This is an optimization exercise on Yosys and OpenROAD, whose aim is small area and a short achievable clock period, not a production implementation. At most, simulation tests tie the RTL to the original design; equivalence was not proved. For runs 1 and 4, only the layout was checked, not whether the RTL still works. Power and IR drop assume default switching activity.

File: flow/design.v
module ray_issue_arbiter #(
  parameter int unsigned H_DISP      = 1280,
  parameter int unsigned V_DISP      = 720,
  parameter int unsigned W           = 16,
  parameter int unsigned CNT_W       = 5,
  parameter int unsigned ADDR_W      = 20,
  parameter int unsigned SCALE_SHIFT = 7,
  parameter int unsigned INFL_W      = 12
) (
  input  logic                clk,
  input  logic                rst,
  input  logic                frame_start,
  output logic                frame_busy,
  output logic                frame_done,
  input  logic [3*W-1:0]      cam_pos,
  input  logic [3*W-1:0]      vp_origin,
  input  logic [3*W-1:0]      vp_u,
  input  logic [3*W-1:0]      vp_v,
  input  logic                rec_valid,
  output logic                rec_ready,
  input  logic [3*W-1:0]      rec_pos,
  input  logic [3*W-1:0]      rec_slope,
  input  logic [CNT_W-1:0]    rec_cnt,
  input  logic [ADDR_W-1:0]   rec_addr,
  input  logic                retire,
  output logic                out_valid,
  input  logic                out_ready,
  output logic [3*W-1:0]      out_pos,
  output logic [3*W-1:0]      out_slope,
  output logic [CNT_W-1:0]    out_cnt,
  output logic [ADDR_W-1:0]   out_addr
);
  localparam int unsigned XW = (H_DISP > 1) ? $clog2(H_DISP) : 1;
  localparam int unsigned AW = W + SCALE_SHIFT;    
  localparam int unsigned VW = 3 * W;
  localparam int unsigned V3 = AW - 3;
  localparam int unsigned LAST_ADDR = H_DISP * V_DISP - 1;
  typedef enum logic [1:0] {
    IDLE  = 2'd0,
    SCAN  = 2'd1,
    DRAIN = 2'd2
  } state_t;
  state_t              state_q, state_d;
  logic                done_c;
  logic [2:0]          xb_q;      
  logic [ADDR_W-1:0]   pix_addr_q;
  logic [INFL_W-1:0]   inflight_q;
  logic                infl_full_q, infl_zero_q;    
  logic [VW-1:0]       cam_q;
  logic                first_q, rs_q;    
  logic                out_vn_q;          
  logic                load_c, issue_c, start_c, row_end_c, last_px_c, retire_eff_c;
  logic [VW-1:0]       new_slope_c;
  assign load_c       = out_vn_q || out_ready;
  assign rec_ready    = !out_valid || out_ready;
  assign start_c      = (state_q == IDLE) && frame_start;
  assign issue_c      = load_c && !rec_valid && (state_q == SCAN) && !infl_full_q;
  assign row_end_c    = (&pix_addr_q[7:0]) && (xb_q == 3'd4);
  assign last_px_c    = (pix_addr_q == ADDR_W'(LAST_ADDR));
  assign retire_eff_c = retire && !infl_zero_q;
  for (genvar c = 0; c < 3; c++) begin : g_axis
    logic [W-1:0]  u_q, v_q;
    logic [AW-1:0] acc_q, row_q, op_a, op_b, sum;
    logic [W-1:0]  org_w, uf, vf;
    logic [AW-1:0] init_s, init_c;
    assign org_w = vp_origin[c*W +: W];
    assign uf    = {vp_u[c*W+W-1], ~vp_u[c*W +: W-1]};    
    assign vf    = {~vp_v[c*W+W-1], vp_v[c*W +: W-1]};    
    logic hs1, hc2, fs3, fc4, fs5, fc6, fs7, fc8, fs9, fc10, fs11, fc12, fs13, fc14, fs15, fc16, fs17, fc18, fs19, fc20, fs21, fc22, fs23, fc24, hs25, hc26, hs27, hc28, hs29, hc30, hs31, hc32, fs33, fc34, fs35, fc36, hs37, hc38, fs39, fc40, hs41, hc42, fs43, fc44, hs45, hc46, fs47, fc48, hs49, hc50, fs51, fc52, hs53, hc54, fs55, fc56, hs57, hc58, fs59, fc60, hs61, hc62, fs63, fc64, hs65, hc66, fs67, fc68, hs69, hc70, fs71, fc72, fs73, fc74, fs75, fc76, fs77, fc78, fs79, fc80, hs81, hc82, fs83, fc84, hs85, hc86, fs87, fc88, hs89, hc90, hs91, hc92, fs93, fc94, fs95, fc96, fs97, fc98, fs99, fc100, fs101, fc102, fs103, fc104, fs105, fc106, fs107, fc108, fs109, fc110, fs111, fc112, fs113, fc114, fs115, fc116, fs117, fc118, fs119, fc120, fs121, fc122, hs123, hc124, fs125, fc126, fs127, fc128, fs129, fc130, fs131, fc132, fs133, fc134, fs135, fc136, fs137, fc138, fs139, fc140, fs141, fc142, fs143, fc144, fs145, fc146, fs147, fc148, fs149, fc150, fs151, fc152, fs153, fc154, fs155, fc156;
    assign hs1 = vf[4] ^ vf[1];
    assign hc2 = vf[4] & vf[1];
    ray_fa u_fs3 (.a(vf[5]), .b(vf[2]), .c(uf[1]), .s(fs3), .co(fc4));
    ray_fa u_fs5 (.a(vf[6]), .b(vf[3]), .c(uf[2]), .s(fs5), .co(fc6));
    ray_fa u_fs7 (.a(vf[7]), .b(vf[4]), .c(uf[3]), .s(fs7), .co(fc8));
    ray_fa u_fs9 (.a(vf[8]), .b(vf[5]), .c(uf[4]), .s(fs9), .co(fc10));
    ray_fa u_fs11 (.a(vf[9]), .b(vf[6]), .c(uf[5]), .s(fs11), .co(fc12));
    ray_fa u_fs13 (.a(vf[10]), .b(vf[7]), .c(uf[6]), .s(fs13), .co(fc14));
    ray_fa u_fs15 (.a(vf[11]), .b(vf[8]), .c(uf[7]), .s(fs15), .co(fc16));
    ray_fa u_fs17 (.a(vf[12]), .b(vf[9]), .c(uf[8]), .s(fs17), .co(fc18));
    ray_fa u_fs19 (.a(vf[13]), .b(vf[10]), .c(uf[9]), .s(fs19), .co(fc20));
    ray_fa u_fs21 (.a(vf[14]), .b(vf[11]), .c(uf[10]), .s(fs21), .co(fc22));
    ray_fa u_fs23 (.a(vf[15]), .b(vf[12]), .c(uf[11]), .s(fs23), .co(fc24));
    assign hs25 = vf[13] ^ uf[12];
    assign hc26 = vf[13] & uf[12];
    assign hs27 = vf[14] ^ uf[13];
    assign hc28 = vf[14] & uf[13];
    assign hs29 = vf[15] ^ uf[14];
    assign hc30 = vf[15] & uf[14];
    assign hs31 = org_w[0] ^ hs1;
    assign hc32 = org_w[0] & hs1;
    ray_fa u_fs33 (.a(org_w[1]), .b(fs3), .c(vf[3]), .s(fs33), .co(fc34));
    ray_fa u_fs35 (.a(org_w[2]), .b(fs5), .c(hs1), .s(fs35), .co(fc36));
    assign hs37 = fc4 ^ uf[0];
    assign hc38 = fc4 & uf[0];
    ray_fa u_fs39 (.a(org_w[3]), .b(fs7), .c(fs3), .s(fs39), .co(fc40));
    assign hs41 = fc6 ^ hc2;
    assign hc42 = fc6 & hc2;
    ray_fa u_fs43 (.a(org_w[4]), .b(fs9), .c(fs5), .s(fs43), .co(fc44));
    assign hs45 = fc8 ^ fc4;
    assign hc46 = fc8 & fc4;
    ray_fa u_fs47 (.a(org_w[5]), .b(fs11), .c(fs7), .s(fs47), .co(fc48));
    assign hs49 = fc10 ^ fc6;
    assign hc50 = fc10 & fc6;
    ray_fa u_fs51 (.a(org_w[6]), .b(fs13), .c(fs9), .s(fs51), .co(fc52));
    assign hs53 = fc12 ^ fc8;
    assign hc54 = fc12 & fc8;
    ray_fa u_fs55 (.a(org_w[7]), .b(fs15), .c(fs11), .s(fs55), .co(fc56));
    assign hs57 = fc14 ^ fc10;
    assign hc58 = fc14 & fc10;
    ray_fa u_fs59 (.a(org_w[8]), .b(fs17), .c(fs13), .s(fs59), .co(fc60));
    assign hs61 = fc16 ^ fc12;
    assign hc62 = fc16 & fc12;
    ray_fa u_fs63 (.a(org_w[9]), .b(fs19), .c(fs15), .s(fs63), .co(fc64));
    assign hs65 = fc18 ^ fc14;
    assign hc66 = fc18 & fc14;
    ray_fa u_fs67 (.a(org_w[10]), .b(fs21), .c(fs17), .s(fs67), .co(fc68));
    assign hs69 = fc20 ^ fc16;
    assign hc70 = fc20 & fc16;
    ray_fa u_fs71 (.a(org_w[11]), .b(fs23), .c(fs19), .s(fs71), .co(fc72));
    assign fs73 = fc22 ^ fc18 ^ 1'b1;
    assign fc74 = (fc22 & fc18) | (fc22 & 1'b1) | (fc18 & 1'b1);
    ray_fa u_fs75 (.a(org_w[12]), .b(hs25), .c(fs21), .s(fs75), .co(fc76));
    assign fs77 = fc24 ^ fc20 ^ 1'b1;
    assign fc78 = (fc24 & fc20) | (fc24 & 1'b1) | (fc20 & 1'b1);
    ray_fa u_fs79 (.a(org_w[13]), .b(hs27), .c(fs23), .s(fs79), .co(fc80));
    assign hs81 = hc26 ^ fc22;
    assign hc82 = hc26 & fc22;
    ray_fa u_fs83 (.a(org_w[14]), .b(hs29), .c(hs25), .s(fs83), .co(fc84));
    assign hs85 = hc28 ^ fc24;
    assign hc86 = hc28 & fc24;
    ray_fa u_fs87 (.a(org_w[15]), .b(uf[15]), .c(hs27), .s(fs87), .co(fc88));
    assign hs89 = hc30 ^ hc26;
    assign hc90 = hc30 & hc26;
    assign hs91 = hs31 ^ vf[2];
    assign hc92 = hs31 & vf[2];
    ray_fa u_fs93 (.a(fs33), .b(hc2), .c(vf[0]), .s(fs93), .co(fc94));
    assign fs95 = fs35 ^ hs37 ^ 1'b1;
    assign fc96 = (fs35 & hs37) | (fs35 & 1'b1) | (hs37 & 1'b1);
    ray_fa u_fs97 (.a(fs39), .b(hs41), .c(fc36), .s(fs97), .co(fc98));
    ray_fa u_fs99 (.a(fs43), .b(hs45), .c(fc40), .s(fs99), .co(fc100));
    ray_fa u_fs101 (.a(fs47), .b(hs49), .c(fc44), .s(fs101), .co(fc102));
    ray_fa u_fs103 (.a(fs51), .b(hs53), .c(fc48), .s(fs103), .co(fc104));
    ray_fa u_fs105 (.a(fs55), .b(hs57), .c(fc52), .s(fs105), .co(fc106));
    ray_fa u_fs107 (.a(fs59), .b(hs61), .c(fc56), .s(fs107), .co(fc108));
    ray_fa u_fs109 (.a(fs63), .b(hs65), .c(fc60), .s(fs109), .co(fc110));
    ray_fa u_fs111 (.a(fs67), .b(hs69), .c(fc64), .s(fs111), .co(fc112));
    ray_fa u_fs113 (.a(fs71), .b(fs73), .c(fc68), .s(fs113), .co(fc114));
    ray_fa u_fs115 (.a(fs75), .b(fs77), .c(fc72), .s(fs115), .co(fc116));
    ray_fa u_fs117 (.a(fs79), .b(hs81), .c(fc76), .s(fs117), .co(fc118));
    ray_fa u_fs119 (.a(fs83), .b(hs85), .c(fc80), .s(fs119), .co(fc120));
    ray_fa u_fs121 (.a(fs87), .b(hs89), .c(fc84), .s(fs121), .co(fc122));
    assign hs123 = vf[3] ^ vf[1];
    assign hc124 = vf[3] & vf[1];
    assign fs125 = hs91 ^ uf[0] ^ 1'b1;
    assign fc126 = (hs91 & uf[0]) | (hs91 & 1'b1) | (uf[0] & 1'b1);
    ray_fa u_fs127 (.a(fs93), .b(hc32), .c(hc92), .s(fs127), .co(fc128));
    ray_fa u_fs129 (.a(fs95), .b(fc34), .c(fc94), .s(fs129), .co(fc130));
    ray_fa u_fs131 (.a(fs97), .b(hc38), .c(fc96), .s(fs131), .co(fc132));
    ray_fa u_fs133 (.a(fs99), .b(hc42), .c(fc98), .s(fs133), .co(fc134));
    ray_fa u_fs135 (.a(fs101), .b(hc46), .c(fc100), .s(fs135), .co(fc136));
    ray_fa u_fs137 (.a(fs103), .b(hc50), .c(fc102), .s(fs137), .co(fc138));
    ray_fa u_fs139 (.a(fs105), .b(hc54), .c(fc104), .s(fs139), .co(fc140));
    ray_fa u_fs141 (.a(fs107), .b(hc58), .c(fc106), .s(fs141), .co(fc142));
    ray_fa u_fs143 (.a(fs109), .b(hc62), .c(fc108), .s(fs143), .co(fc144));
    ray_fa u_fs145 (.a(fs111), .b(hc66), .c(fc110), .s(fs145), .co(fc146));
    ray_fa u_fs147 (.a(fs113), .b(hc70), .c(fc112), .s(fs147), .co(fc148));
    ray_fa u_fs149 (.a(fs115), .b(fc74), .c(fc114), .s(fs149), .co(fc150));
    ray_fa u_fs151 (.a(fs117), .b(fc78), .c(fc116), .s(fs151), .co(fc152));
    ray_fa u_fs153 (.a(fs119), .b(hc82), .c(fc118), .s(fs153), .co(fc154));
    ray_fa u_fs155 (.a(fs121), .b(hc86), .c(fc120), .s(fs155), .co(fc156));
    assign init_s[0] = 1'b0;
    assign init_c[0] = 1'b0;
    assign init_s[1] = 1'b0;
    assign init_c[1] = 1'b0;
    assign init_s[2] = 1'b0;
    assign init_c[2] = 1'b0;
    assign init_s[3] = vf[0];
    assign init_c[3] = 1'b0;
    assign init_s[4] = vf[1];
    assign init_c[4] = 1'b0;
    assign init_s[5] = vf[2];
    assign init_c[5] = vf[0];
    assign init_s[6] = hs123;
    assign init_c[6] = vf[0];
    assign init_s[7] = fs125;
    assign init_c[7] = hc124;
    assign init_s[8] = fs127;
    assign init_c[8] = fc126;
    assign init_s[9] = fs129;
    assign init_c[9] = fc128;
    assign init_s[10] = fs131;
    assign init_c[10] = fc130;
    assign init_s[11] = fs133;
    assign init_c[11] = fc132;
    assign init_s[12] = fs135;
    assign init_c[12] = fc134;
    assign init_s[13] = fs137;
    assign init_c[13] = fc136;
    assign init_s[14] = fs139;
    assign init_c[14] = fc138;
    assign init_s[15] = fs141;
    assign init_c[15] = fc140;
    assign init_s[16] = fs143;
    assign init_c[16] = fc142;
    assign init_s[17] = fs145;
    assign init_c[17] = fc144;
    assign init_s[18] = fs147;
    assign init_c[18] = fc146;
    assign init_s[19] = fs149;
    assign init_c[19] = fc148;
    assign init_s[20] = fs151;
    assign init_c[20] = fc150;
    assign init_s[21] = fs153;
    assign init_c[21] = fc152;
    assign init_s[22] = fs155;
    assign init_c[22] = fc154;
    assign op_a = rs_q ? row_q : acc_q;
    assign op_b = first_q ? row_q : rs_q ? ~(AW'($signed(v_q))) : AW'($signed(u_q));
    assign sum  = op_a + op_b + AW'(rs_q);
    always_ff @(posedge clk) begin
      if (start_c) begin
        u_q <= vp_u[c*W +: W];
        v_q <= vp_v[c*W +: W];
      end
    end
    logic [AW-1:0] acc_d, row_d;
    logic          acc_sum, acc_hold, row_sum, row_hold;
    assign acc_sum  = issue_c;
    assign acc_hold = !(start_c || issue_c);
    assign row_sum  = issue_c && (rs_q || first_q);
    assign row_hold = !(start_c || row_sum);
    for (genvar i = 0; i < AW; i++) begin : g_bit
      ray_sel3 u_acc (.sa(start_c), .a(init_s[i]), .sb(acc_sum), .b(sum[i]),
                      .sh(acc_hold), .h(acc_q[i]), .y(acc_d[i]));
      ray_sel3 u_row (.sa(start_c), .a(init_c[i]), .sb(row_sum), .b(sum[i]),
                      .sh(row_hold), .h(row_q[i]), .y(row_d[i]));
    end
    always_ff @(posedge clk) begin
      acc_q <= acc_d;
      row_q <= row_d;
    end
    assign new_slope_c[c*W +: W] = sum[AW-1 -: W];
  end
  always_ff @(posedge clk) begin
    if (start_c) begin
      first_q <= 1'b1;
      rs_q    <= 1'b0;
    end else if (issue_c) begin
      first_q <= 1'b0;
      rs_q    <= row_end_c;
    end
  end
  always_ff @(posedge clk or negedge rst) begin
    if (!rst) state_q <= IDLE;
    else      state_q <= state_d;
  end
  always_comb begin
    state_d = state_q;
    done_c  = 1'b0;
    case (state_q)
      IDLE:  if (frame_start) state_d = SCAN;
      SCAN:  if (issue_c && last_px_c) state_d = DRAIN;
      DRAIN: begin
        if (infl_zero_q) begin
          state_d = IDLE;
          done_c  = 1'b1;
        end
      end
      default: state_d = IDLE;
    endcase
  end
  always_ff @(posedge clk or negedge rst) begin
    if (!rst) begin
      frame_busy <= 1'b0;
      frame_done <= 1'b0;
    end else begin
      frame_busy <= (state_d != IDLE);
      frame_done <= done_c;
    end
  end
  always_ff @(posedge clk) begin
    if (start_c) cam_q <= cam_pos;
  end
  always_ff @(posedge clk or negedge rst) begin
    if (!rst) begin
      xb_q       <= '0;
      pix_addr_q <= '0;
    end else if (issue_c) begin
      if (last_px_c) begin
        xb_q       <= '0;
        pix_addr_q <= '0;
      end else begin
        if (&pix_addr_q[7:0]) xb_q <= row_end_c ? 3'd0 : xb_q + 3'd1;
        pix_addr_q <= pix_addr_q + ADDR_W'(1);
      end
    end
  end
  always_ff @(posedge clk or negedge rst) begin
    if (!rst) begin
      inflight_q  <= '0;
      infl_full_q <= 1'b0;
      infl_zero_q <= 1'b1;
    end else begin
      case ({issue_c, retire_eff_c})
        2'b10: begin
          inflight_q  <= inflight_q + INFL_W'(1);
          infl_full_q <= (inflight_q == INFL_W'((1 << INFL_W) - 2));
          infl_zero_q <= 1'b0;
        end
        2'b01: begin
          inflight_q  <= inflight_q - INFL_W'(1);
          infl_full_q <= 1'b0;
          infl_zero_q <= (inflight_q == INFL_W'(1));
        end
        default: ;
      endcase
    end
  end
  always_ff @(posedge clk or negedge rst) begin
    if (!rst)        out_vn_q <= 1'b1;
    else if (load_c) out_vn_q <= !(rec_valid || issue_c);
  end
  logic out_sel_rec, out_sel_prim, out_sel_hold;
  logic [VW-1:0]     out_pos_d, out_slope_d;
  logic [CNT_W-1:0]  out_cnt_d;
  logic [ADDR_W-1:0] out_addr_d;
  assign out_sel_rec  = load_c && rec_valid;
  assign out_sel_prim = issue_c;
  assign out_sel_hold = !(out_sel_rec || out_sel_prim);
  for (genvar i = 0; i < VW; i++) begin : g_out_v
    ray_sel3 u_pos (.sa(out_sel_rec), .a(rec_pos[i]), .sb(out_sel_prim), .b(cam_q[i]),
                    .sh(out_sel_hold), .h(out_pos[i]), .y(out_pos_d[i]));
    ray_sel3 u_slope (.sa(out_sel_rec), .a(rec_slope[i]), .sb(out_sel_prim), .b(new_slope_c[i]),
                      .sh(out_sel_hold), .h(out_slope[i]), .y(out_slope_d[i]));
  end
  for (genvar i = 0; i < CNT_W; i++) begin : g_out_c
    ray_sel2 u_cnt (.sa(out_sel_rec), .a(rec_cnt[i]), .sh(out_sel_hold), .h(out_cnt[i]),
                    .y(out_cnt_d[i]));
  end
  for (genvar i = 0; i < ADDR_W; i++) begin : g_out_a
    ray_sel3 u_addr (.sa(out_sel_rec), .a(rec_addr[i]), .sb(out_sel_prim), .b(pix_addr_q[i]),
                     .sh(out_sel_hold), .h(out_addr[i]), .y(out_addr_d[i]));
  end
  always_ff @(posedge clk or negedge rst) begin
    if (!rst) begin
      out_valid <= 1'b0;
      out_pos   <= '0;
      out_slope <= '0;
      out_cnt   <= '0;
      out_addr  <= '0;
    end else begin
      if (load_c) out_valid <= rec_valid || issue_c;
      out_pos   <= out_pos_d;
      out_slope <= out_slope_d;
      out_cnt   <= out_cnt_d;
      out_addr  <= out_addr_d;
    end
  end
endmodule
module ray_fa (
  input  logic a,
  input  logic b,
  input  logic c,
  output logic s,
  output logic co
);
  assign s  = a ^ b ^ c;
  assign co = (a & b) | (a & c) | (b & c);
endmodule
module ray_sel3 (
  input  logic sa,
  input  logic a,
  input  logic sb,
  input  logic b,
  input  logic sh,
  input  logic h,
  output logic y
);
  assign y = (sa & a) | (sb & b) | (sh & h);
endmodule
module ray_sel2 (
  input  logic sa,
  input  logic a,
  input  logic sh,
  input  logic h,
  output logic y
);
  assign y = (sa & a) | (sh & h);
endmodule
File: flow/flow/run.sh
#!/bin/bash
set -euo pipefail
bash standard.sh BUFFER_PORTS_ARGS="-buffer_cell sky130_fd_sc_hd__buf_1" SETUP_SLACK_MARGIN=5.6 CTS_ARGS="-sink_clustering_enable -repair_clock_nets -buf_list sky130_fd_sc_hd__clkbuf_4 -dont_use_dummy_load -sink_clustering_size 10 -sink_clustering_max_diameter 35" finish > flow_make.log 2>&1
File: flow/standard.sh
#!/bin/bash
# synth_recipe.tcl (not shown) runs the flow's synth.tcl, then flattens the netlist and writes it again
# the make line also repeats each setting of config.mk as NAME=value (left out here)
make -C /OpenROAD-flow-scripts/flow DESIGN_CONFIG=/design/flow/config.mk WORK_HOME=/design/flow/orfs CLKGATE_MAP_FILE= SYNTH_SCRIPT=/design/flow/synth_recipe.tcl "${@:-finish}"
File: flow/config.mk
export PLATFORM = sky130hd
export DESIGN_NAME = ray_issue_arbiter
export DESIGN_NICKNAME = ray_issue_arbiter
export VERILOG_FILES = /design/flow/design.v
export SDC_FILE = /design/flow/constraint.sdc
export NUM_CORES = 4
export LEC_CHECK = 0
export CAP_MARGIN = 20
export CORE_MARGIN = 2
export CORE_UTILIZATION = 40
export CTS_BUF_LIST = sky130_fd_sc_hd__clkbuf_4
export SETUP_SLACK_MARGIN = 5
export SLEW_MARGIN = 20
export SYNTH_HIERARCHICAL = 1
export SYNTH_MINIMUM_KEEP_SIZE = 0
File: flow/constraint.sdc
create_clock -name core_clock -period 10.0 [get_ports {clk}]
set_input_delay 2.0000 -clock core_clock [delete_from_list [all_inputs] [get_ports {clk}]]
set_output_delay 2.0000 -clock core_clock [all_outputs]
set_load 0.01 [all_outputs]
==> flow_metrics.py, run 1 <==
metrics = {
    "yosys": {
        "synth_edf_count": 144,
        "yosysMostFrequentCell": "inv_1",
        "syn_area_mm2": 0.02574,
        "synth_ff_type": "dfrtp_1",
        "synth_top_cell_area_share_pct": 16.80,
        "synthTopCellsByCount": "inv_1, a222oi_1, fa_1",
        "async_reset_ff_share_pct": 36.61,
        "seq_area_frac_synth_pct": 43.65,
        "synth.avg_cell_area_um2": 11.41,
        "postSynthCellCount": 2256,
        "synth.area.top_cells": "edfxtp_1, dfrtp_1, fa_1",
        "yosysWarnings": 7,
        "synth_cell_types": 77,
        "synth_top_area_cell": "edfxtp_1",
        "synth_seq_cells": 448,
    },
    "route": {
        "drc_errors": 0,
        "wirelength_um": 77050,
        "vias": 20610,
        "drt_iter0_drc": 2666,
        "antenna_left": 0,
        "first_pass_iters": 8,
        "via_per_inst": 5.645,
        "wire_per_inst_um": 21.10,
    },
    "die": {
        "die_h_um": 257.7,
        "die_width_um": 257.7,
        "dieArea_mm2": 0.06638,
        "num_rows": 92,
        "core_area_mm2": 0.06331,
        "start_util_pct": 40.65,
        "io_pins": 444,
    },
    "sta": {
        "finalSetupTns_ns": 0,
        "period_minus_slack_ns": 4.356,
        "slew_violations": 0,
        "rsz0062_at_grt": "true",
        "maxClockFrequency_ghz": 0.2296,
        "fin_worst_skew_ns": 0.1043,
        "period_share_pct": 43.56,
        "tightest_slew_ns": 1.209,
        "hold_ws_ns": 0.4369,
        "setup-violations-final": 0,
        "relSlewSlack_pct": 19.43,
        "hold_viol_final": 0,
    },
    "setup_path": {
        "cp_slowest_cell": "nand2b_4",
        "critPathBufInv": 2,
        "crit_type": "primary input to primary output",
        "cp-start-kind": "primary input",
        "path_max_fanout": 4,
        "cpPeakStageDelay_ns": 0.13,
        "critPathCaptureType": "primary output",
        "cp.required_ns": 8.00,
        "critical-path-top-delay-family": "buffers and inverters",
        "cp.arrival_ns": 2.36,
        "cpMostUsedCell": "buf_6",
        "critical_path.cell_chain": "buf_6, nand2b_4, buf_6",
    },
    "layout": {
        "layout-drive-gt1-share_pct": 8.086,
        "area_growth_pct": 14.77,
        "fillers": 5999,
        "fin_nets": 3424,
        "stdcell_area_mm2": 0.02954,
    },
    "clock_network": {
        "ctsHoldBuffers": 0,
        "clk-insertion-delay-late_ns": 0.88,
        "cts_tree": "done",
        "cts_buffers": 94,
        "cts_buffer_depth": 3,
        "clock-sinks": 448,
        "cts-root-buf": "clkbuf_4",
        "path_clk_slew_ns": 0.09,
        "htreeDepth": 3,
    },
    "global_routing": {
        "antenna_found_initial": 8,
        "grt_pass1_wl_um": 119300,
        "grt_max_degree": 184,
        "grt-ovfl-total": 0,
        "grtUsageTotal_pct": 22.84,
        "grt_pass1_vias": 21411,
    },
    "placed_design": {
        "port_buffers": 443,
        "routabilityCongestion": 0.8519,
        "place_hpwl_um": 54760,
        "postPlaceCellArea_mm2": 0.02860,
    },
    "power": {
        "power_density_mw_per_mm2": 230.6,
        "total_power_mw": 6.813,
        "max-vdd-ir-drop_mv": 0.1043,
        "p_leak_nw": 12.84,
    },
    "hold_path": {
        "hold_path_class": "register to register",
    },
    "flow_run": {
        "maxCapViolations": 0,
    },
    "status": {
        "outcome": "complete, no violations",
    },
}
## cells in the final DEF, fill, tap and decap left out, types with 16 or more instances in the layout
master	synthesis	routed
buf_1	4	440
dfrtp_1	162	162
nor2_1	56	52
nand2_1	130	130
a21oi_1	76	76
a222oi_1	254	254
nor2b_1	18	18
xnor2_1	54	54
fa_1	171	171
conb_1	1	24
edfxtp_1	144	144
ha_1	137	137
inv_1	396	395
o21ai_0	115	113
nand3_1	30	30
a21o_1	30	30
dfxtp_1	140	138
xor2_1	33	33
mux2_2	66	66
and3_1	16	16
clkbuf_4	0	95
## cell families (layout without fill, tap and decap cells)
logic type               after synthesis  in the layout  share of synthesized area (%)
multiplexers                          71             71                          3.082
adder cells (fa/ha/maj)              308            308                          19.96
XOR/XNOR                              87             87                          2.961
buffers and inverters                442            958                          6.495
AND/OR/NAND/NOR                      316            316                          5.863
other                                  1             34                        0.01457
AO/OA/AOI/OAI                        583            583                          17.97
flip-flops                           448            448                          43.65
## Yosys stat by module, one instance, submodules excluded
module             cells inside  flip-flops and latches
ray_sel2                      1                       0
ray_fa                        1                       0
ray_issue_arbiter          1578                     448
ray_sel3                      2                       0
## cell type report
| class | instances | area [um2] | area share (%) |
|---|---|---|---|
| multi-input combinational | 1389 | 13040 | 44.13 |
| sequential | 448 | 11240 | 38.05 |
| inverter | 396 | 1490 | 5.045 |
| tap | 846 | 1059 | 3.584 |
| clock buffer | 94 | 705.7 | 2.389 |
| antenna | 10 | 25.02 | 0.08472 |
| timing repair buffer | 468 | 1983 | 6.714 |
## worst paths after layout
kind                            from             to  slack (ns)  depth (start not counted)
min reg2reg                 cam_q[4]     out_pos[4]        0.44                          2
max reg2reg                     rs_q  out_slope[31]        5.86                         16
max in group asynchronous        rst  out_slope[32]        6.61                          3
min                         cam_q[4]     out_pos[4]        0.44                          2
min in group asynchronous        rst  pix_addr_q[5]        1.20                          1
max                        out_ready      rec_ready        5.64                          3
## tightest hold or removal path, delay by kind of cell (launching register included)
family                 cells  cell delay, ns
AO/OA/AOI/OAI              1            0.06
flip-flops                 1            0.32
buffers and inverters      1            0.05
## state kept, by name, indices dropped and copies added (netlist names), 2 cells and up
register	count
g_axis.v_q	48
xb_q	3
out_pos	48
out_addr	20
out_cnt	5
cam_q	48
inflight_q	12
out_slope	48
g_axis.acc_q	69
state_q	2
g_axis.row_q	69
pix_addr_q	20
g_axis.u_q	48
## per-layer routing
layer | global-route usage [%] | share of wire (%) | up-vias
li1 | - | - | 9388
met3 | 5.791 | 8.6 | 161
met5 | 0 | 0.017 | -
met4 | 8.815 | 3.4 | 2
met1 | 28.70 | 40 | 10116
met2 | 37.88 | 48 | 943
## per-stage QoR
step           worst slack, ns  cells  util [%]
2_1_floorplan           -3.165   2279         -
3_5_place_dp             4.649   3541     45.17
5_1_grt                  5.580   3648     46.64
6_report                 5.644   3651     46.66
3_3_place_gp             4.773   3541     45.17
4_1_cts                  5.603   3635     46.38
## power breakdown
part | total, mW | internal [mW] | switching [mW] | leakage, nW
Sequential | 2.63 | 2.33 | 0.306 | 4.50
Clock | 1.08 | 0.425 | 0.659 | 0.433
Combinational | 3.10 | 1.33 | 1.77 | 7.91
## what timing repair did
| item | in CTS | in global routing |
|---|---|---|
| pin swaps | 0 | 1 |
| gates cloned | 0 | 1 |
| setup buffers | 0 | 5 |
| endpoints found under the setup margin | 87 | 135 |
| gates resized for setup | 14 | 14 |
==> run 2: changes to the inputs <==
--- a/flow/design.v
+++ b/flow/design.v
@@ -214,7 +214,7 @@
     assign init_c[21] = fc152;
     assign init_s[22] = fs155;
     assign init_c[22] = fc154;
-    assign op_a = rs_q ? row_q : acc_q;
+    assign op_a = acc_q;
     assign op_b = first_q ? row_q : rs_q ? ~(AW'($signed(v_q))) : AW'($signed(u_q));
     assign sum  = op_a + op_b + AW'(rs_q);
     always_ff @(posedge clk) begin
@@ -224,14 +224,15 @@
       end
     end
     logic [AW-1:0] acc_d, row_d;
-    logic          acc_sum, acc_hold, row_sum, row_hold;
-    assign acc_sum  = issue_c;
+    logic          acc_sum, acc_row, acc_hold, row_sum, row_hold;
+    assign acc_sum  = issue_c && !row_end_c;
+    assign acc_row  = issue_c && row_end_c;
     assign acc_hold = !(start_c || issue_c);
     assign row_sum  = issue_c && (rs_q || first_q);
     assign row_hold = !(start_c || row_sum);
     for (genvar i = 0; i < AW; i++) begin : g_bit
-      ray_sel3 u_acc (.sa(start_c), .a(init_s[i]), .sb(acc_sum), .b(sum[i]),
-                      .sh(acc_hold), .h(acc_q[i]), .y(acc_d[i]));
+      ray_sel4 u_acc (.sa(start_c), .a(init_s[i]), .sb(acc_sum), .b(sum[i]),
+                      .sc(acc_row), .c(row_q[i]), .sh(acc_hold), .h(acc_q[i]), .y(acc_d[i]));
       ray_sel3 u_row (.sa(start_c), .a(init_c[i]), .sb(row_sum), .b(sum[i]),
                       .sh(row_hold), .h(row_q[i]), .y(row_d[i]));
     end
@@ -378,6 +379,19 @@
 );
   assign y = (sa & a) | (sb & b) | (sh & h);
 endmodule
+module ray_sel4 (
+  input  logic sa,
+  input  logic a,
+  input  logic sb,
+  input  logic b,
+  input  logic sc,
+  input  logic c,
+  input  logic sh,
+  input  logic h,
+  output logic y
+);
+  assign y = (sa & a) | (sb & b) | (sc & c) | (sh & h);
+endmodule
 module ray_sel2 (
   input  logic sa,
   input  logic a,
==> flow_metrics.py, run 2 <==
metrics = {
    "status": {
        "outcome": "complete, no violations",
    },
    "yosys": {
        "seq_area_frac_synth_pct": 44.79,
        "synth_cell_types": 69,
        "postSynthCellCount": 2230,
        "async_reset_ff_share_pct": 36.61,
        "synth.avg_cell_area_um2": 11.25,
        "synth_seq_cells": 448,
        "synth_edf_count": 144,
        "synth_top_area_cell": "edfxtp_1",
        "synth_top_cell_area_share_pct": 17.24,
        "synthTopCellsByCount": "inv_1, nand2_1, a222oi_1",
        "synth-compound-area-share_pct": 19.30,
        "yosysMostFrequentCell": "inv_1",
        "synth_top_family_by_area": "adder cells",
        "synthAdderAreaFrac_pct": 20.48,
        "synth.area.top_cells": "edfxtp_1, dfrtp_1, fa_1",
        "synth-simple-area-share_pct": 6.955,
        "synth_ff_type": "dfrtp_1",
        "syn_area_mm2": 0.02508,
        "synth_mux_area_share_pct": 0.1197,
        "synth_xor_area_share_pct": 3.003,
        "yosysWarnings": 7,
    },
    "power": {
        "switching_share_pct": 39.98,
        "intPower_mw": 3.964,
        "p_leak_nw": 12.51,
        "clkPwrFrac_pct": 17.1,
        "share_comb_of_total_power_pct": 42.8,
        "switchingPower_mw": 2.641,
        "max-vdd-ir-drop_mv": 0.09407,
        "power_frac_seq_pct": 40.1,
        "power_density_mw_per_mm2": 228.9,
    },
    "placed_design": {
        "routabilityCongestion": 0.9592,
        "place_hpwl_um": 54930,
        "postPlaceCellArea_mm2": 0.02800,
        "dp.cells": 3518,
        "port_buffers": 443,
    },
    "layout": {
        "mostFrequentLayoutCell": "buf_1",
        "stdcell_area_mm2": 0.02885,
        "fin_nets": 3413,
        "layout_common_cells": "buf_1, inv_1, nand2_1, a222oi_1, fa_1",
        "area_growth_pct": 15.05,
        "layout.cells.non_filler": 3629,
        "layout-drive-gt1-share_pct": 5.603,
        "reg.largest.list": "g_axis.acc_q: 69 flops, g_axis.row_q: 69 flops",
    },
    "route": {
        "via_per_inst": 5.587,
        "wire_per_inst_um": 21.19,
        "antenna_left": 0,
        "wirelength_um": 76890,
        "drt_iter0_drc": 2145,
        "drc_errors": 0,
        "first_pass_iters": 10,
        "vias": 20275,
    },
    "setup_path": {
        "path_max_fanout": 2,
        "timing.rr.start": "first_q",
        "cp-start-kind": "primary input",
        "cp.required_ns": 8.00,
        "r2r_setup_slack_ns": 5.95,
        "crit_path_end": "rec_ready",
        "critPathCaptureType": "primary output",
        "startpoint": "out_ready",
        "crit_type": "primary input to primary output",
        "cp.arrival_ns": 2.37,
        "r2r_end": "out_slope[47]",
        "r2r_cells": 14,
    },
    "sta": {
        "period_minus_slack_ns": 4.371,
        "setup-violations-final": 0,
        "maxClockFrequency_ghz": 0.2288,
        "relSlewSlack_pct": 26.44,
        "fin_worst_skew_ns": 0.1107,
        "slew_violations": 0,
        "hold_viol_final": 0,
        "tightest_slew_ns": 1.101,
        "period_share_pct": 43.71,
        "rsz0062_at_grt": "false",
    },
    "die": {
        "die_h_um": 254.4,
        "start_util_pct": 40.56,
        "dieArea_mm2": 0.06472,
        "die_width_um": 254.4,
        "num_rows": 91,
        "core_area_mm2": 0.06183,
        "io_pins": 444,
    },
    "global_routing": {
        "grt_pass1_vias": 20767,
        "grt-ovfl-total": 0,
        "antenna_found_initial": 15,
        "grt_pass1_wl_um": 117700,
        "grt_max_degree": 165,
        "grtUsageTotal_pct": 23.63,
    },
    "hold_path": {
        "hold_path_class": "register to register",
    },
    "clock_network": {
        "clock-sinks": 448,
        "cts_tree": "done",
        "path_clk_slew_ns": 0.09,
        "cts_buffer_depth": 3,
        "htreeDepth": 3,
        "cts_buffers": 101,
        "ctsHoldBuffers": 0,
        "cts-root-buf": "clkbuf_4",
        "clk-insertion-delay-late_ns": 0.86,
    },
    "flow_run": {
        "maxCapViolations": 0,
    },
}
run 2: power groups by stage:
stage                     combinational, mW  sequential [mW]  clock, mW
after floorplan                        1.95             2.66          0
after global placement                 2.75             2.66          0
after detailed placement               2.81             2.67          0
after CTS                              2.83             2.64       1.18
after global routing                   3.18             2.70       1.26
final                                  2.83             2.65       1.13
run 2: per-layer routing:
metal	wire length, um	share of wire [%]	track usage [%]
met3	6652	8.7	6.512
met2	36260	47	37.96
met1	31960	42	30.92
met5	92	0.12	0
met4	1915	2.5	7.714
run 2: kinds of logic (layout without fill, tap and decap cells):
group	Yosys count	count (layout)
buffers and inverters	355	886
XOR/XNOR	86	86
flip-flops	448	448
adder cells (fa/ha/maj)	308	308
other	1	32
multiplexers	3	3
AND/OR/NAND/NOR	386	386
AO/OA/AOI/OAI	643	643
run 2: area by class of cell:
cell class | instances | area [um2]
clock buffer | 101 | 758.2
antenna | 8 | 20.02
tap | 837 | 1047
inverter | 321 | 1209
fill | 5863 | 32970
multi-input combinational | 1450 | 12690
timing repair buffer | 464 | 1883
sequential | 448 | 11240
run 2: worst min-delay path by stage:
stage	from	to	slack, ns	cells after the start
final	cam_q[39]	out_pos[39]	0.43	2
after global routing	cam_q[25]	out_pos[25]	0.46	2
after CTS	cam_q[39]	out_pos[39]	0.44	2
after detailed placement	cam_q[3]	out_pos[3]	0.44	2
after global placement	cam_q[39]	out_pos[39]	0.44	2
after floorplan	cam_q[0]	out_pos[0]	0.43	2
run 2: timing repair:
item                                    CTS  global route
setup buffers                             0             2
gates resized for setup                   4             9
pin swaps                                 0             0
endpoints found under the setup margin   33            47
run 2: worst max-delay path: stages:
cell and delay [ns]:
clkbuf_2 0.11, nand2b_1 0.13, buf_2 0.13
run 2: Yosys stat by module, one instance, submodules excluded:
module / flops+latches / area [um2]
ray_fa: 0 / 20.02
ray_issue_arbiter: 448 / 17890
ray_sel2: 0 / 8.758
ray_sel3: 0 / 13.76
ray_sel4: 0 / 18.77
run 2: stage by stage:
stage | power [mW] | setup TNS (ns) | hold slack, ns | utilization [%] | worst slack [ns]
final | 6.604 | 0 | 0.4343 | 46.67 | 5.629
after global routing | 7.140 | 0 | 0.4592 | 46.67 | 5.602
after CTS | 6.649 | 0 | 0.4418 | 46.53 | 5.587
after detailed placement | 5.483 | 0 | 0.4442 | 45.28 | 5.004
after global placement | 5.401 | 0 | 0.4362 | 45.28 | 5.098
after floorplan | 4.602 | -445.54 | 0.4317 | - | -3.284
==> run 3: changes to the inputs <==
==> flow/flow/run.sh (replaced) <==
#!/bin/bash
set -euo pipefail
bash standard.sh BUFFER_PORTS_ARGS="-buffer_cell sky130_fd_sc_hd__buf_1" SETUP_SLACK_MARGIN=5.6 CTS_ARGS="-sink_clustering_enable -repair_clock_nets -buf_list sky130_fd_sc_hd__clkbuf_4 -dont_use_dummy_load -sink_clustering_size 12 -sink_clustering_max_diameter 40" finish > flow_make.log 2>&1
==> flow_metrics.py, run 3 <==
metrics = {
    "status": {
        "outcome": "complete, no violations",
    },
    "route": {
        "antenna_left": 0,
        "drc_errors": 0,
        "drt_iter0_drc": 2161,
        "wire_per_inst_um": 21.25,
        "wirelength_um": 76870,
        "vias": 20273,
        "first_pass_iters": 9,
        "via_per_inst": 5.603,
    },
    "sta": {
        "finalSetupTns_ns": 0,
        "period_minus_slack_ns": 4.372,
        "setup-violations-final": 0,
        "tightest_slew_ns": 1.102,
        "fin_worst_skew_ns": 0.09409,
        "slew_violations": 0,
        "finalWorstSetupSlack_ns": 5.628,
        "relSlewSlack_pct": 26.37,
        "hold_ws_ns": 0.3929,
        "hold_viol_final": 0,
        "maxClockFrequency_ghz": 0.2287,
        "rsz0062_at_grt": "false",
        "period_share_pct": 43.72,
    },
    "yosys": {
        "async_reset_ff_share_pct": 36.61,
        "synth_seq_cells": 448,
        "synthTopCellsByCount": "inv_1, nand2_1, a222oi_1",
        "synth_cell_types": 69,
        "yosysMostFrequentCell": "inv_1",
        "synth_top_cell_area_share_pct": 17.24,
        "synth.avg_cell_area_um2": 11.25,
        "yosysWarnings": 7,
        "syn_area_mm2": 0.02508,
        "synth.area.top_cells": "edfxtp_1, dfrtp_1, fa_1",
        "synth_edf_count": 144,
        "postSynthCellCount": 2230,
        "synth_ff_type": "dfrtp_1",
        "seq_area_frac_synth_pct": 44.79,
        "synth_top_area_cell": "edfxtp_1",
    },
    "power": {
        "power_density_mw_per_mm2": 227.3,
        "switchingPower_mw": 2.630,
        "max-vdd-ir-drop_mv": 0.1124,
        "share_comb_of_total_power_pct": 43.3,
        "clkPwrFrac_pct": 16.2,
        "total_power_mw": 6.541,
        "switching_share_pct": 40.21,
        "p_leak_nw": 12.46,
        "intPower_mw": 3.911,
        "power_frac_seq_pct": 40.5,
    },
    "clock_network": {
        "cts-root-buf": "clkbuf_4",
        "ctsHoldBuffers": 0,
        "clk-insertion-delay-late_ns": 0.88,
        "cts_buffers": 88,
        "clock-sinks": 448,
        "cts_tree": "done",
        "htreeDepth": 3,
        "cts_buffer_depth": 3,
        "path_clk_slew_ns": 0.10,
    },
    "setup_path": {
        "cp.required_ns": 8.00,
        "cpPeakStageDelay_ns": 0.13,
        "path_max_fanout": 2,
        "cp.arrival_ns": 2.37,
        "crit_type": "primary input to primary output",
        "critPathCaptureType": "primary output",
        "cp-start-kind": "primary input",
        "cp_slowest_cell": "nand2b_1",
        "critical_path.cell_chain": "clkbuf_2, nand2b_1, buf_2",
    },
    "placed_design": {
        "place_hpwl_um": 54930,
        "pre_cts_ws_ns": 5.004,
        "routabilityCongestion": 0.9592,
        "dp.cells": 3518,
        "postPlaceCellArea_mm2": 0.02800,
        "port_buffers": 443,
    },
    "flow_run": {
        "maxCapViolations": 0,
    },
    "hold_path": {
        "hold_path_class": "register to register",
    },
    "layout": {
        "mostFrequentLayoutCell": "buf_1",
        "layout-drive-gt1-share_pct": 5.269,
        "layout_common_cells": "buf_1, inv_1, nand2_1, a222oi_1, fa_1",
        "layout.cells.non_filler": 3618,
        "fillers": 5859,
        "fin_nets": 3400,
        "fin_util_pct": 46.54,
        "area_growth_pct": 14.74,
        "multiInputGateArea_mm2": 0.01271,
        "stdcell_area_mm2": 0.02878,
        "reg.largest.list": "g_axis.acc_q: 69 flops, g_axis.row_q: 69 flops",
        "register_area_mm2": 0.01124,
    },
    "global_routing": {
        "grt_pass1_vias": 20624,
        "grtUsageTotal_pct": 23.68,
        "grt_pass1_wl_um": 117800,
        "grt_max_degree": 165,
        "antenna_found_initial": 12,
        "grt-ovfl-total": 0,
    },
    "die": {
        "die_h_um": 254.4,
        "num_rows": 91,
        "io_pins": 444,
        "start_util_pct": 40.56,
        "dieArea_mm2": 0.06472,
        "die_width_um": 254.4,
        "core_area_mm2": 0.06183,
    },
}
[run 3: repair_timing]
action / CTS / global route
endpoints found under the setup margin: 43 / 39
gates cloned: 0 / 0
resized for setup: 5 / 12
setup buffers: 1 / 1
[run 3: kinds of logic (layout without fill, tap and decap cells)]
group                      after synthesis  count (layout)  share of synthesized area, %
DFF                                    448             448                         44.79
other                                    1              34                       0.01495
buffers and inverters                  355             873                         5.328
AOI/OAI and AO/OA                      643             643                         19.30
adders and majority gates              308             308                         20.48
muxes                                    3               3                        0.1197
xor gates and xnor gates                86              86                         3.003
and+or+nand+nor                        386             386                         6.955
[run 3: power groups by stage]
stage	registers [mW]	logic [mW]	clock network (mW)
5_1_grt	2.70	3.18	1.18
4_1_cts	2.64	2.83	1.10
3_5_place_dp	2.67	2.81	0
3_3_place_gp	2.66	2.75	0
6_report	2.65	2.83	1.06
2_1_floorplan	2.66	1.95	0
[run 3: cell type report]
type	instances	area share (%)
repair buffers	464	6.544
flip-flops and latches	448	39.06
clock buffers	88	2.296
multi-input cells	1450	44.17
well taps	837	3.639
inverters	321	4.200
diodes	10	0.08696
[run 3: layer usage]
metal  wire length, um  up-vias  GRT usage [%]
met4              2167       12          7.613
met2             36470      853          38.30
met3              6570      148          5.991
met1             31590     9989          31.16
met5                74        -              0
li1                  -     9271              -
[run 3: worst paths after layout]
kind / startpoint / endpoint / slack, ns / depth (start not counted)
worst max register to register: rs_q / g_axis[0].row_q[20] / 5.98 / 16
worst max-delay path: out_ready / rec_ready / 5.63 / 3
min in group asynchronous: rst / out_pos[0] / 1.16 / 1
worst min register to register: cam_q[3] / out_pos[3] / 0.39 / 2
max in group asynchronous: rst / out_pos[26] / 7.56 / 2
worst min-delay path: cam_q[3] / out_pos[3] / 0.39 / 2
[run 3: modules after synthesis, one instance, submodules excluded]
module / times used / flops+latches / area [um2]
ray_sel2: 5 / 0 / 8.758
ray_issue_arbiter: 1 / 448 / 17890
ray_sel4: 69 / 0 / 18.77
ray_fa: 165 / 0 / 20.02
ray_sel3: 185 / 0 / 13.76
[run 3: worst max-delay path: cells and delay by family]
family | cells | cell delay [ns]
and+or+nand+nor | 1 | 0.13
buffers and inverters | 2 | 0.24
==> run 4: changes to the inputs <==
--- a/flow/design.v
+++ b/flow/design.v
@@ -49,12 +49,14 @@
   logic [VW-1:0]       cam_q;
   logic                first_q, rs_q;    
   logic                out_vn_q;          
+  logic                scan_ok_c;         
   logic                load_c, issue_c, start_c, row_end_c, last_px_c, retire_eff_c;
   logic [VW-1:0]       new_slope_c;
   assign load_c       = out_vn_q || out_ready;
   assign rec_ready    = !out_valid || out_ready;
   assign start_c      = (state_q == IDLE) && frame_start;
-  assign issue_c      = load_c && !rec_valid && (state_q == SCAN) && !infl_full_q;
+  assign scan_ok_c    = (state_q == SCAN) && !infl_full_q;
+  assign issue_c      = load_c && !rec_valid && scan_ok_c;
   assign row_end_c    = (&pix_addr_q[7:0]) && (xb_q == 3'd4);
   assign last_px_c    = (pix_addr_q == ADDR_W'(LAST_ADDR));
   assign retire_eff_c = retire && !infl_zero_q;
@@ -218,22 +220,22 @@
     assign op_b = first_q ? row_q : rs_q ? ~(AW'($signed(v_q))) : AW'($signed(u_q));
     assign sum  = op_a + op_b + AW'(rs_q);
     always_ff @(posedge clk) begin
-      if (start_c) begin
+      if (start_l) begin
         u_q <= vp_u[c*W +: W];
         v_q <= vp_v[c*W +: W];
       end
     end
     logic [AW-1:0] acc_d, row_d;
-    logic          acc_sum, acc_row, acc_hold, row_sum, row_hold;
-    assign acc_sum  = issue_c && !row_end_c;
-    assign acc_row  = issue_c && row_end_c;
-    assign acc_hold = !(start_c || issue_c);
-    assign row_sum  = issue_c && (rs_q || first_q);
-    assign row_hold = !(start_c || row_sum);
+    logic          start_l, acc_sum, acc_row, acc_hold, row_sum, row_hold;
+    ray_acc_ctl u_ctl (
+      .out_vn(out_vn_q), .out_ready(out_ready), .rec_valid(rec_valid), .scan_ok(scan_ok_c),
+      .idle(state_q == IDLE), .frame_start(frame_start), .row_end(row_end_c),
+      .row_first(rs_q || first_q), .start(start_l), .acc_sum(acc_sum), .acc_row(acc_row),
+      .acc_hold(acc_hold), .row_sum(row_sum), .row_hold(row_hold));
     for (genvar i = 0; i < AW; i++) begin : g_bit
-      ray_sel4 u_acc (.sa(start_c), .a(init_s[i]), .sb(acc_sum), .b(sum[i]),
+      ray_sel4 u_acc (.sa(start_l), .a(init_s[i]), .sb(acc_sum), .b(sum[i]),
                       .sc(acc_row), .c(row_q[i]), .sh(acc_hold), .h(acc_q[i]), .y(acc_d[i]));
-      ray_sel3 u_row (.sa(start_c), .a(init_c[i]), .sb(row_sum), .b(sum[i]),
+      ray_sel3 u_row (.sa(start_l), .a(init_c[i]), .sb(row_sum), .b(sum[i]),
                       .sh(row_hold), .h(row_q[i]), .y(row_d[i]));
     end
     always_ff @(posedge clk) begin
@@ -321,26 +323,28 @@
     if (!rst)        out_vn_q <= 1'b1;
     else if (load_c) out_vn_q <= !(rec_valid || issue_c);
   end
-  logic out_sel_rec, out_sel_prim, out_sel_hold;
+  logic [2:0]        sel_rec, sel_prim, sel_hold;
   logic [VW-1:0]     out_pos_d, out_slope_d;
   logic [CNT_W-1:0]  out_cnt_d;
   logic [ADDR_W-1:0] out_addr_d;
-  assign out_sel_rec  = load_c && rec_valid;
-  assign out_sel_prim = issue_c;
-  assign out_sel_hold = !(out_sel_rec || out_sel_prim);
+  for (genvar g = 0; g < 3; g++) begin : g_out_ctl
+    ray_out_ctl u_ctl (.out_vn(out_vn_q), .out_ready(out_ready), .rec_valid(rec_valid),
+                       .scan_ok(scan_ok_c), .sel_rec(sel_rec[g]), .sel_prim(sel_prim[g]),
+                       .sel_hold(sel_hold[g]));
+  end
   for (genvar i = 0; i < VW; i++) begin : g_out_v
-    ray_sel3 u_pos (.sa(out_sel_rec), .a(rec_pos[i]), .sb(out_sel_prim), .b(cam_q[i]),
-                    .sh(out_sel_hold), .h(out_pos[i]), .y(out_pos_d[i]));
-    ray_sel3 u_slope (.sa(out_sel_rec), .a(rec_slope[i]), .sb(out_sel_prim), .b(new_slope_c[i]),
-                      .sh(out_sel_hold), .h(out_slope[i]), .y(out_slope_d[i]));
+    ray_sel3 u_pos (.sa(sel_rec[0]), .a(rec_pos[i]), .sb(sel_prim[0]), .b(cam_q[i]),
+                    .sh(sel_hold[0]), .h(out_pos[i]), .y(out_pos_d[i]));
+    ray_sel3 u_slope (.sa(sel_rec[1]), .a(rec_slope[i]), .sb(sel_prim[1]), .b(new_slope_c[i]),
+                      .sh(sel_hold[1]), .h(out_slope[i]), .y(out_slope_d[i]));
   end
   for (genvar i = 0; i < CNT_W; i++) begin : g_out_c
-    ray_sel2 u_cnt (.sa(out_sel_rec), .a(rec_cnt[i]), .sh(out_sel_hold), .h(out_cnt[i]),
+    ray_sel2 u_cnt (.sa(sel_rec[2]), .a(rec_cnt[i]), .sh(sel_hold[2]), .h(out_cnt[i]),
                     .y(out_cnt_d[i]));
   end
   for (genvar i = 0; i < ADDR_W; i++) begin : g_out_a
-    ray_sel3 u_addr (.sa(out_sel_rec), .a(rec_addr[i]), .sb(out_sel_prim), .b(pix_addr_q[i]),
-                     .sh(out_sel_hold), .h(out_addr[i]), .y(out_addr_d[i]));
+    ray_sel3 u_addr (.sa(sel_rec[2]), .a(rec_addr[i]), .sb(sel_prim[2]), .b(pix_addr_q[i]),
+                     .sh(sel_hold[2]), .h(out_addr[i]), .y(out_addr_d[i]));
   end
   always_ff @(posedge clk or negedge rst) begin
     if (!rst) begin
@@ -401,3 +405,43 @@
 );
   assign y = (sa & a) | (sh & h);
 endmodule
+module ray_out_ctl (
+  input  logic out_vn,       
+  input  logic out_ready,
+  input  logic rec_valid,
+  input  logic scan_ok,      
+  output logic sel_rec,
+  output logic sel_prim,
+  output logic sel_hold
+);
+  logic load;
+  assign load     = out_vn | out_ready;
+  assign sel_rec  = load & rec_valid;
+  assign sel_prim = load & !rec_valid & scan_ok;
+  assign sel_hold = !(sel_rec | sel_prim);
+endmodule
+module ray_acc_ctl (
+  input  logic out_vn,       
+  input  logic out_ready,
+  input  logic rec_valid,
+  input  logic scan_ok,      
+  input  logic idle,
+  input  logic frame_start,
+  input  logic row_end,      
+  input  logic row_first,    
+  output logic start,
+  output logic acc_sum,
+  output logic acc_row,
+  output logic acc_hold,
+  output logic row_sum,
+  output logic row_hold
+);
+  logic issue;
+  assign issue    = (out_vn | out_ready) & !rec_valid & scan_ok;
+  assign start    = idle & frame_start;
+  assign acc_sum  = issue & !row_end;
+  assign acc_row  = issue & row_end;
+  assign acc_hold = !(start | issue);
+  assign row_sum  = issue & row_first;
+  assign row_hold = !(start | row_sum);
+endmodule
==> flow/flow/run.sh (replaced) <==
#!/bin/bash
set -euo pipefail
bash standard.sh BUFFER_PORTS_ARGS="-buffer_cell sky130_fd_sc_hd__buf_1" SETUP_SLACK_MARGIN=5.6 CTS_ARGS="-sink_clustering_enable -repair_clock_nets -buf_list sky130_fd_sc_hd__clkbuf_4 -dont_use_dummy_load -sink_clustering_size 10 -sink_clustering_max_diameter 35" finish > flow_make.log 2>&1
==> flow_metrics.py, run 4 <==
metrics = {
    "status": {
        "outcome": "complete, no violations",
    },
    "yosys": {
        "synth_ff_type": "dfrtp_1",
        "syn_area_mm2": 0.02577,
        "synth_edf_count": 144,
        "yosysWarnings": 7,
        "postSynthCellCount": 2340,
        "synth.avg_cell_area_um2": 11.01,
        "yosysMostFrequentCell": "inv_1",
        "synth.area.top_cells": "edfxtp_1, dfrtp_1, fa_1",
        "synth_top_cell_area_share_pct": 16.78,
        "seq_area_frac_synth_pct": 43.60,
        "synth_top_area_cell": "edfxtp_1",
        "synthTopCellsByCount": "inv_1, nand2_1, a222oi_1",
        "async_reset_ff_share_pct": 36.61,
        "synth_cell_types": 81,
        "synth_seq_cells": 448,
    },
    "clock_network": {
        "cts_buffers": 98,
        "clock-sinks": 448,
        "path_clk_slew_ns": 0.11,
        "ctsHoldBuffers": 0,
        "clk-insertion-delay-late_ns": 0.89,
        "htreeDepth": 3,
        "cts-root-buf": "clkbuf_4",
        "cts_buffer_depth": 3,
        "cts_tree": "done",
    },
    "layout": {
        "fin_util_pct": 46.20,
        "reg.largest.list": "g_axis.acc_q: 69 flops, g_axis.row_q: 69 flops",
        "layout-drive-gt1-share_pct": 6.094,
        "area_growth_pct": 14.96,
        "stdcell_area_mm2": 0.02962,
        "layout.cells.non_filler": 3755,
        "fin_nets": 3517,
        "mostFrequentLayoutCell": "buf_1",
        "layout_common_cells": "buf_1, inv_1, nand2_1, a222oi_1, fa_1",
        "fillers": 6039,
        "register_area_mm2": 0.01124,
        "multiInputGateArea_mm2": 0.01339,
    },
    "hold_path": {
        "hold_depth": 2,
        "whs_endpoint": "out_pos[29]",
        "holdCritStartpoint": "cam_q[29]",
        "hold_path_class": "register to register",
    },
    "route": {
        "wire_per_inst_um": 21.00,
        "drt_iter0_drc": 2246,
        "wirelength_um": 78840,
        "vias": 21230,
        "antenna_left": 0,
        "drc_errors": 0,
        "via_per_inst": 5.654,
        "first_pass_iters": 7,
    },
    "global_routing": {
        "grt_max_degree": 81,
        "grt_pass1_wl_um": 121700,
        "grtUsageTotal_pct": 23.27,
        "grt-ovfl-total": 0,
        "antenna_found_initial": 12,
        "grt_pass1_vias": 21600,
    },
    "flow_run": {
        "maxCapViolations": 0,
    },
    "placed_design": {
        "postPlaceCellArea_mm2": 0.02872,
        "place_hpwl_um": 57240,
        "port_buffers": 443,
        "dp.cells": 3642,
        "routabilityCongestion": 0.8611,
    },
    "die": {
        "core_area_mm2": 0.06412,
        "die_width_um": 257.8,
        "die_h_um": 257.8,
        "num_rows": 93,
        "start_util_pct": 40.19,
        "io_pins": 444,
        "dieArea_mm2": 0.06646,
    },
    "setup_path": {
        "cp-start-kind": "primary input",
        "timing.rr.start": "first_q",
        "r2r_cells": 13,
        "r2r_end": "g_axis[1].acc_q[20]",
        "cp.arrival_ns": 2.38,
        "critical_path.cell_chain": "buf_12, nand2b_4, buf_6",
        "cp.required_ns": 8.00,
        "startpoint": "out_ready",
        "cpPeakStageDelay_ns": 0.13,
        "crit_type": "primary input to primary output",
        "critical-path-top-delay-family": "buffers and inverters",
        "cp_slowest_cell": "buf_12",
        "r2r_setup_slack_ns": 5.87,
        "path_max_fanout": 12,
        "critPathBufInv": 2,
        "critPathCaptureType": "primary output",
    },
    "sta": {
        "rsz0062_at_grt": "false",
        "slew_violations": 0,
        "maxClockFrequency_ghz": 0.2285,
        "finalSetupTns_ns": 0,
        "period_minus_slack_ns": 4.377,
        "tightest_slew_ns": 1.051,
        "fin_worst_skew_ns": 0.1061,
        "hold_viol_final": 0,
        "relSlewSlack_pct": 29.95,
        "period_share_pct": 43.77,
        "setup-violations-final": 0,
        "hold_ws_ns": 0.4010,
    },
    "power": {
        "share_comb_of_total_power_pct": 53.2,
        "power_density_mw_per_mm2": 281.3,
        "power_frac_seq_pct": 33.5,
        "switchingPower_mw": 3.728,
        "clkPwrFrac_pct": 13.3,
        "switching_share_pct": 44.73,
        "p_leak_nw": 12.96,
        "intPower_mw": 4.606,
        "max-vdd-ir-drop_mv": 0.1280,
    },
}
[run 4: changes by cell type after synthesis, moves of 7 or more]
cell,delta
nand2_1,+23
o21ai_0,+15
xnor2_1,-14
and3_1,+8
a21oi_1,-7
inv_1,+7
nor2_1,+7
nor3_1,+7
[run 4: kinds of logic (layout without fill, tap and decap cells)]
group / Yosys count / after routing / synth area share (%)
XOR/XNOR: 72 / 72 / 2.447
flip-flops: 448 / 448 / 43.60
adder cells (fa/ha/maj): 308 / 308 / 19.94
multiplexers: 6 / 6 / 0.2331
buffers and inverters: 368 / 893 / 5.375
AND/OR/NAND/NOR: 460 / 460 / 8.444
other: 1 / 36 / 0.01455
AO/OA/AOI/OAI: 677 / 677 / 19.95
[run 4: modules after synthesis (local to each module, per instance)]
module | flops+latches | area [um2] | copies in the design
ray_acc_ctl | 0 | 55.05 | 3
ray_fa | 0 | 20.02 | 165
ray_issue_arbiter | 448 | 18330 | 1
ray_out_ctl | 0 | 28.78 | 3
ray_sel2 | 0 | 8.758 | 5
ray_sel3 | 0 | 13.76 | 185
ray_sel4 | 0 | 18.77 | 69
[run 4: stage by stage]
step	power (mW)	setup slack (ns)
global placement	7.087	4.790
detailed placement	7.235	4.620
finish	8.334	5.623
CTS	8.388	5.415
floorplan	5.855	5.095
global route	9.056	5.609
[run 4: per-layer routing]
metal | wire length (um) | track usage (%) | share of wire [%] | vias to the layer above
li1 | - | - | - | 9735
met1 | 32120 | 29.97 | 41 | 10456
met2 | 37730 | 38.38 | 48 | 884
met3 | 6969 | 5.889 | 8.8 | 147
met4 | 1963 | 7.611 | 2.5 | 8
met5 | 57 | 0 | 0.072 | -
[run 4: how the worst max path moves through the flow]
stage,endpoint,depth (start not counted)
floorplan,g_axis[0].row_q[0],4
global placement,inflight_q[10],10
detailed placement,inflight_q[10],10
CTS,rec_ready,3
global route,rec_ready,3
finish,rec_ready,3
[run 4: cell type report]
class | count | share of cell area [%]
Multi-Input combinational cell | 1547 | 45.19
Timing Repair Buffer | 466 | 6.492
Tap cell | 855 | 3.612
Inverter | 329 | 4.173
Clock buffer | 98 | 2.484
Sequential cell | 448 | 37.95
Antenna cell | 12 | 0.1014
[run 4: power by group through the flow]
| stage | clock, mW | combinational [mW] | sequential (mW) |
|---|---|---|---|
| after floorplan | 0 | 3.07 | 2.78 |
| after global placement | 0 | 4.30 | 2.79 |
| after detailed placement | 0 | 4.43 | 2.81 |
| after CTS | 1.16 | 4.45 | 2.78 |
| after global routing | 1.24 | 4.97 | 2.85 |
| final | 1.11 | 4.44 | 2.79 |
[run 4: what timing repair did]
| item | CTS | global route |
|---|---|---|
| endpoints found under the setup margin | 13 | 21 |
| buffers inserted | 1 | 1 |
| gates resized for setup | 2 | 12 |
| pin swaps | 0 | 0 |
[run 4: worst reg2reg max path, stage by stage (launching register included)]
cell      delay (ns)
dfxtp_4         0.57
buf_6           0.37
a21oi_1         0.19
fa_1            0.43
fa_1            0.43
nor2b_1         0.17
o31a_1          0.20
o221ai_1        0.21
a31oi_1         0.43
o21ai_0         0.14
a41oi_1         0.30
xor2_1          0.46
a22oi_1         0.13
nand2_1         0.09

separate check: timing with driven ports:
The results above use ideal ports. As a check the final layouts listed here were re-extracted and re-timed, cells and wires unchanged.
Step 1, drivers: a clkbuf_16 drives clk and a buf_2 each remaining input, both assumed.
Step 2 also shifts input and output timing later by t, the mid clock arrival at the registers, as if the neighbouring blocks saw the same clock.
a / b / c = no drivers / after step 1 / after step 2; a / b = the first two.
| run | t, ns | setup WS [ns] | pins driven straight from the clock port |
|---|---|---|---|
| run 1 | 0.891 | 5.644 / 5.614 / 4.786 | 1 |
| run 2 | 0.869 | 5.629 / 5.602 / 4.929 | 1 |
| run 3 | 0.890 | 5.628 / 5.602 / 4.923 | 1 |
| run 4 | 0.902 | 5.623 / 5.578 / 4.930 | 1 |
After both steps every run listed still meets setup and hold. For run 1, which loses most, drivers alone change the setup slack by -0.030 ns; drivers and shift together by -0.858 ns.
